Background: an optimization exercise with open tools, aiming at small area, a short achievable clock period and few clock cycles. Do not read the settings as production practice. The RTL was checked by simulation tests, not by an equivalence proof against the original design. Power is estimated from default activity; no workload was simulated.

==> job 2561: inputs <==
Design deficit_round_robin_scheduler_unit, start of the top module:
module deficit_round_robin_scheduler_unit
  (
  input  wire logic               clk_i,
  input  wire logic               rst_ni,
  input  wire logic               cfg_we_i,
  input  wire logic [CfgIdxW-1:0] cfg_idx_i,
  input  wire logic [LenW-1:0]    cfg_data_i,
  input  wire logic               start,
  output logic                    busy,
  input  wire logic               action_i,
  input  wire logic [QIdxW-1:0]   queue_index_i,
  input  wire logic [LenW-1:0]    packet_length_i,
  output logic                    done_o,
  output logic                    enqueue_accepted_o,
  output logic                    served_o,
  output logic [QIdxW-1:0]        served_queue_o,
  output logic [LenW-1:0]         served_length_o
);
Settings: LEC_CHECK=0, CAP_MARGIN=20, CELL_PAD_IN_SITES_DETAIL_PLACEMENT=1, CORE_MARGIN=2, CORE_UTILIZATION=45, CTS_BUF_LIST=sky130_fd_sc_hd__clkbuf_16, CTS_CLUSTER_DIAMETER=80, CTS_CLUSTER_SIZE=24, PLACE_DENSITY=0.55, SETUP_SLACK_MARGIN=5, SLEW_MARGIN=20, TNS_END_PERCENT=10; clock period 10.0 ns.
run.sh (not shown) runs the stock make flow with config.mk's settings and CLKGATE_MAP_FILE= SYNTH_SCRIPT=/design/flow/synth_recipe.tcl, a recipe that flattens the netlist after the stock synthesis.
==> job 2081 (differences from job 2561) <==
--- a/flow/design.v
+++ b/flow/design.v
@@ -104,14 +104,14 @@
   output logic                    done_o,
   output logic                    enq_ok_o,
   output logic                    served_o,
   output logic [QIdxW-1:0]        served_queue_o,
   output logic [LenW-1:0]         served_length_o
 );
-  localparam int unsigned AW = DefW + 2;    
-  localparam logic [DefW-1:0] DefMax = {DefW{1'b1}};
+  localparam int unsigned GW = 20;
+  localparam int unsigned AW = GW;          
   function automatic logic [AW-1:0] pp_add(input logic [AW-1:0] a,
                                            input logic [AW-1:0] b,
                                            input logic          cin);
     logic [AW-1:0] p, g, gg, pg, gn, pn;
     p = a ^ b;
     g = a & b;
@@ -150,32 +150,25 @@
   endfunction
   logic [LenW-1:0]  quantum_q [NumQueues];
   logic [LimW-1:0]  limit_q   [NumQueues];
   logic [CntW-1:0]  cnt_q     [NumQueues];
   logic [LenW-1:0]  hv_q      [NumQueues];
   logic [LenW-1:0]  nx_q      [NumQueues];    
-  logic [LenW:0]    hq_q      [NumQueues];    
-  logic [DefW-1:0]  def_q     [NumQueues];
+  logic [GW-1:0]    g0_q      [NumQueues];    
+  logic [GW-1:0]    g1_q      [NumQueues];    
   logic [NumQueues-1:0] act_q;
   logic [NumQueues-1:0] ne_q;       
   logic [NumQueues-1:0] n2_q;       
   logic [NumQueues-1:0] pm_q;       
   logic [NumQueues-1:0] room_q;     
   logic [NumQueues-1:0] qnz_q;      
   logic [5:0]       ab_q;           
   logic [4:0]       p_q;            
   logic [LenW-1:0]  rdata [NumQueues];
   logic [NumQueues-1:0] we;
-  logic [NumQueues-1:0] empty, fit0, fit1, fit, srv_ok;
-  logic [AW-1:0]    dq   [NumQueues];    
-  logic [AW-1:0]    dqh  [NumQueues];    
-  logic [AW-1:0]    dh   [NumQueues];    
-  logic [AW-1:0]    dhq  [NumQueues];    
-  logic [AW-1:0]    s3, c3, dx, qx, hx, hqx;
-  logic [DefW-1:0]  refd [NumQueues];    
-  logic [DefW-1:0]  srvd [NumQueues];    
+  logic [NumQueues-1:0] empty, fit, srv_ok;
   logic             bef  [NumQueues][NumQueues];
   logic [2:0]       o_ahead, o_behind, o_ae, o_an, o_ar;
   logic [3:0]       beh1h [NumQueues];   
   logic [3:0]       ahe1h [NumQueues];   
   logic [3:0]       ana1h [NumQueues];   
   logic [3:0]       ara1h [NumQueues];   
@@ -194,30 +187,12 @@
     bef[0][3] = ab_q[2];  bef[3][0] = ~ab_q[2];
     bef[1][2] = ab_q[3];  bef[2][1] = ~ab_q[3];
     bef[1][3] = ab_q[4];  bef[3][1] = ~ab_q[4];
     bef[2][3] = ab_q[5];  bef[3][2] = ~ab_q[5];
     for (int q = 0; q < NumQueues; q++) begin
       empty[q] = ~ne_q[q];
-      dx = '0;
-      qx = '0;
-      hx = '1;
-      dx[DefW-1:0] = def_q[q];
-      qx[LenW-1:0] = quantum_q[q];
-      hx[LenW-1:0] = ~hv_q[q];
-      hqx = ~{{(AW-LenW-1){hq_q[q][LenW]}}, hq_q[q]};
-      s3 = dx ^ qx ^ hx;
-      c3 = ((dx & qx) | (dx & hx) | (qx & hx)) << 1;
-      dqh[q]  = pp_add(s3, c3, 1'b1);
-      dq[q]   = pp_add(dx, qx, 1'b0);
-      dh[q]   = pp_add(dx, hx, 1'b1);
-      dhq[q]  = pp_add(dx, hqx, 1'b1);
-      fit0[q] = ~dh[q][AW-1];
-      fit1[q] = ~dhq[q][AW-1];
-      refd[q] = dq[q][DefW] ? DefMax : dq[q][DefW-1:0];
-      srvd[q] = rf[q] ? (dq[q][DefW] ? {{(DefW-LenW){1'b1}}, ~hv_q[q]} : dqh[q][DefW-1:0])
-                      : dh[q][DefW-1:0];
     end
     for (int q = 0; q < NumQueues; q++) begin
       for (int k = 0; k < NumQueues - 1; k++) begin
         o_ahead[k]  = act_q[k + (k >= q)] & bef[k + (k >= q)][q];
         o_behind[k] = act_q[k + (k >= q)] & bef[q][k + (k >= q)];
         o_ae[k]     = o_ahead[k] & empty[k + (k >= q)];
@@ -231,13 +206,13 @@
                             (ahe1h[q][2] & (beh1h[q][2] | beh1h[q][3])) |
                             (ahe1h[q][3] & beh1h[q][3]));
       rf[q] = (beh1h[q][0] & ~p_q[0]) |
               (beh1h[q][1] & (p_q[2] | p_q[3] | p_q[4])) |
               (beh1h[q][2] & (p_q[3] | p_q[4])) |
               (beh1h[q][3] & p_q[4]);
-      fit[q]    = rf[q] ? fit1[q] : fit0[q];
+      fit[q]    = rf[q] ? ~g1_q[q][GW-1] : ~g0_q[q][GW-1];
       srv_ok[q] = ne_q[q] & fit[q];
     end
     for (int q = 0; q < NumQueues; q++) begin
       for (int k = 0; k < NumQueues - 1; k++) begin
         o_ar[k] = act_q[k + (k >= q)] & bef[k + (k >= q)][q] & ne_q[k + (k >= q)] & rf[k + (k >= q)];
       end
@@ -291,27 +266,48 @@
         room_d[q] = (CntW'(lim_d[q]) > cnt_q[q]) && (cnt_q[q] != CntW'(QueueDepth));
         ne_d[q]   = ne_q[q];
         n2_d[q]   = n2_q[q];
       end
     end
   end
-  function automatic logic [LenW:0] len_sub(input logic [LenW-1:0] a, input logic [LenW-1:0] b);
-    logic [AW-1:0] ax, bx, r;
-    ax = '0;
-    bx = '1;
-    ax[LenW-1:0] = a;
-    bx[LenW-1:0] = ~b;
-    r = pp_add(ax, bx, 1'b1);
-    len_sub = r[LenW:0];
+  function automatic logic [GW-1:0] gx(input logic [LenW:0] v);
+    gx = '0;
+    gx[LenW:0] = v;
   endfunction
-  logic [LenW:0] hq_len, hq_cfg;
-  logic [LenW:0] hq_pop [NumQueues];
-  assign hq_len = len_sub(length_i, quantum_q[qi]);
-  assign hq_cfg = len_sub(hv_q[cfg_idx_i[1:0]], cfg_data_i);
-  for (genvar g = 0; g < NumQueues; g++) begin : g_hq
-    assign hq_pop[g] = len_sub(nx_q[g], quantum_q[g]);
+  function automatic logic [GW-1:0] g_sub(input logic [GW-1:0] a, input logic [GW-1:0] b);
+    g_sub = pp_add(a, ~b, 1'b1);
+  endfunction
+  function automatic logic [GW-1:0] g_addsub(input logic [GW-1:0] a, input logic [GW-1:0] b,
+                                             input logic [GW-1:0] c);
+    logic [GW-1:0] s1, k1;
+    s1 = a ^ b ^ ~c;
+    k1 = {((a & b) | (a & ~c) | (b & ~c)), 1'b1};
+    g_addsub = pp_add(s1, k1, 1'b0);
+  endfunction
+  logic [GW-1:0] a0 [NumQueues];    
+  logic [GW-1:0] a1 [NumQueues];    
+  logic [GW-1:0] b1 [NumQueues];    
+  logic [GW-1:0] c1 [NumQueues];    
+  logic [GW-1:0] e0 [NumQueues];    
+  logic [GW-1:0] e1 [NumQueues];
+  logic [GW-1:0] k1, x0, x1, lx;
+  always_comb begin
+    for (int q = 0; q < NumQueues; q++) begin
+      a0[q] = g_sub(g0_q[q], gx({1'b0, nx_q[q]}));
+      a1[q] = g_sub(g1_q[q], gx({1'b0, nx_q[q]}));
+      b1[q] = g_addsub(g1_q[q], gx({1'b0, quantum_q[q]}), gx({1'b0, nx_q[q]}));
+      c1[q] = pp_add(g1_q[q], gx({1'b0, quantum_q[q]}), 1'b0);
+    end
+    for (int q = 0; q < NumQueues; q++) begin
+      x0 = act_q[q] ? g0_q[q] : gx({1'b0, quantum_q[q]});
+      x1 = act_q[q] ? g1_q[q] : gx({quantum_q[q], 1'b0});
+      lx = (room_q[q] & qnz_q[q]) ? gx({1'b0, length_i}) : '0;
+      e0[q] = g_sub(x0, lx);
+      e1[q] = g_sub(x1, lx);
+    end
+    k1 = pp_add(g0_q[cfg_idx_i[1:0]], gx({1'b0, cfg_data_i}), 1'b0);
   end
   for (genvar g = 0; g < NumQueues; g++) begin : g_mem
     assign we[g] = enq_i[g] & pm_q[g];
     drr_ram #(.Width(LenW), .Depth(MemDepth), .CntW(CntW)) u_ram (
       .clk_i  (clk_i),
       .push_i (we[g]),
@@ -366,47 +362,51 @@
   end
   always_ff @(posedge clk_i) begin
     if (cfg_we_i && !cfg_idx_i[2]) quantum_q[cfg_idx_i[1:0]] <= cfg_data_i;
   end
   always_ff @(posedge clk_i) begin
     if (is_sch) begin
-      for (int q = 0; q < NumQueues; q++) begin
-        if (serve[q])                def_q[q] <= srvd[q];
-        else if (act_q[q] && refill) def_q[q] <= refd[q];
-      end
       if (rot[0] & ~rot[1]) ab_q[0] <= 1'b0; else if (rot[1] & ~rot[0]) ab_q[0] <= 1'b1;
       if (rot[0] & ~rot[2]) ab_q[1] <= 1'b0; else if (rot[2] & ~rot[0]) ab_q[1] <= 1'b1;
       if (rot[0] & ~rot[3]) ab_q[2] <= 1'b0; else if (rot[3] & ~rot[0]) ab_q[2] <= 1'b1;
       if (rot[1] & ~rot[2]) ab_q[3] <= 1'b0; else if (rot[2] & ~rot[1]) ab_q[3] <= 1'b1;
       if (rot[1] & ~rot[3]) ab_q[4] <= 1'b0; else if (rot[3] & ~rot[1]) ab_q[4] <= 1'b1;
       if (rot[2] & ~rot[3]) ab_q[5] <= 1'b0; else if (rot[3] & ~rot[2]) ab_q[5] <= 1'b1;
     end
     if (activate) begin
-      def_q[qi] <= DefW'(quantum_q[qi]);
       case (qi)
         2'd0: begin ab_q[0] <= 1'b0; ab_q[1] <= 1'b0; ab_q[2] <= 1'b0; end
         2'd1: begin ab_q[0] <= 1'b1; ab_q[3] <= 1'b0; ab_q[4] <= 1'b0; end
         2'd2: begin ab_q[1] <= 1'b1; ab_q[3] <= 1'b1; ab_q[5] <= 1'b0; end
         default: begin ab_q[2] <= 1'b1; ab_q[4] <= 1'b1; ab_q[5] <= 1'b1; end
       endcase
     end
     for (int q = 0; q < NumQueues; q++) begin
-      if (store && qi == QIdxW'(q) && !ne_q[q]) begin
-        hv_q[q] <= length_i;
-        hq_q[q] <= hq_len;
+      if (activate && qi == QIdxW'(q)) begin
+        g0_q[q] <= e0[q];
+        g1_q[q] <= e1[q];
+      end else if (store && qi == QIdxW'(q) && !ne_q[q]) begin
+        g0_q[q] <= e0[q];
+        g1_q[q] <= e1[q];
       end else if (is_sch && serve[q]) begin
-        hv_q[q] <= nx_q[q];
-        hq_q[q] <= hq_pop[q];
+        g0_q[q] <= rf[q] ? a1[q] : a0[q];
+        g1_q[q] <= rf[q] ? b1[q] : a1[q];
+      end else if (is_sch && refill) begin
+        g0_q[q] <= g1_q[q];
+        g1_q[q] <= c1[q];
       end else if (cfg_we_i && cfg_idx_i == CfgIdxW'(q)) begin
-        hq_q[q] <= hq_cfg;
+        g1_q[q] <= k1;
       end
+      if (store && qi == QIdxW'(q) && !ne_q[q]) hv_q[q] <= length_i;
+      else if (is_sch && serve[q])               hv_q[q] <= nx_q[q];
     end
   end
   always_ff @(posedge clk_i) begin
     for (int q = 0; q < NumQueues; q++) begin
-      if (store && qi == QIdxW'(q) && ne_q[q] && !n2_q[q]) nx_q[q] <= length_i;
+      if (store && qi == QIdxW'(q) && !ne_q[q])          nx_q[q] <= '0;
+      else if (store && qi == QIdxW'(q) && !n2_q[q])     nx_q[q] <= length_i;
       else if (is_sch && serve[q])                      nx_q[q] <= rdata[q];
     end
   end
   always_ff @(posedge clk_i or negedge rst_ni) begin
     if (!rst_ni) done_o <= 1'b0;
     else         done_o <= valid_i;
==> flow/flow/run.sh (new file) <==
#!/bin/bash
set -euo pipefail
bash standard.sh SETUP_SLACK_MARGIN=6.0 "BUFFER_PORTS_ARGS=-buffer_cell sky130_fd_sc_hd__buf_4" finish > standard_flow.log 2>&1
==> flow/standard.sh (new file) <==
#!/bin/bash
# synth_recipe.tcl (not shown) runs the flow's synth.tcl, then flattens the netlist and writes it again
# the make line also repeats each setting of config.mk as NAME=value (left out here)
make -C /OpenROAD-flow-scripts/flow DESIGN_CONFIG=/design/flow/config.mk WORK_HOME=/design/flow/orfs CLKGATE_MAP_FILE= SYNTH_SCRIPT=/design/flow/synth_recipe.tcl "${@:-finish}"
- SETUP_SLACK_MARGIN: 5 -> not set
- TNS_END_PERCENT: 10 -> 100
removed: flow/run.sh
==> comparison <==
Sequential power: job 2081 is larger than job 2561 (about 7%). Clock power is about the same in job 2561 and job 2081. First-iteration DRC count: job 2081 is lower than job 2561 (about 2.2%). Global-route usage: job 2561 is lower than job 2081 (1.2 points). In job 2561 the power is smaller than in job 2081, by 29%.
Testbench counts of job 2561, summed over its fixed seeds: cycles 12,008.
Testbench counts of job 2081, summed over its fixed seeds: cycles 12,008.

[static timing again, ports no longer ideal]
Ports are ideal in the flow. The routed layouts listed here were re-timed in OpenROAD.
Step 1 (the two cells are an assumption about what drives the block):
set clk [get_ports {clk_i}]
set_driving_cell -lib_cell sky130_fd_sc_hd__clkbuf_16 $clk
set_driving_cell -lib_cell sky130_fd_sc_hd__buf_2 [delete_from_list [all_inputs] $clk]
Step 2 times the ports against the registers' clock, not the clock port: input delays grow and output delays shrink by t, the midpoint of the rising clock arrivals with the driver on.
Slacks: ideal / step 1 / step 2; pairs: ideal / step 1.
| run | t (ns) | setup slack, ns | worst hold slack (ns) | clock arrival spread, ns | worst data-port slew with drivers (ns) |
|---|---|---|---|---|---|
| job 2561 | 1.125 | 4.929 / 4.929 / 4.929 | 0.437 / 0.437 / 0.437 | 0.073 / 0.073 | 0.30 |
| job 2081 | 1.138 | 5.914 / 5.914 / 5.914 | 0.435 / 0.435 / 0.435 | 0.066 / 0.066 | 0.11 |
After both steps every run listed still meets setup and hold.
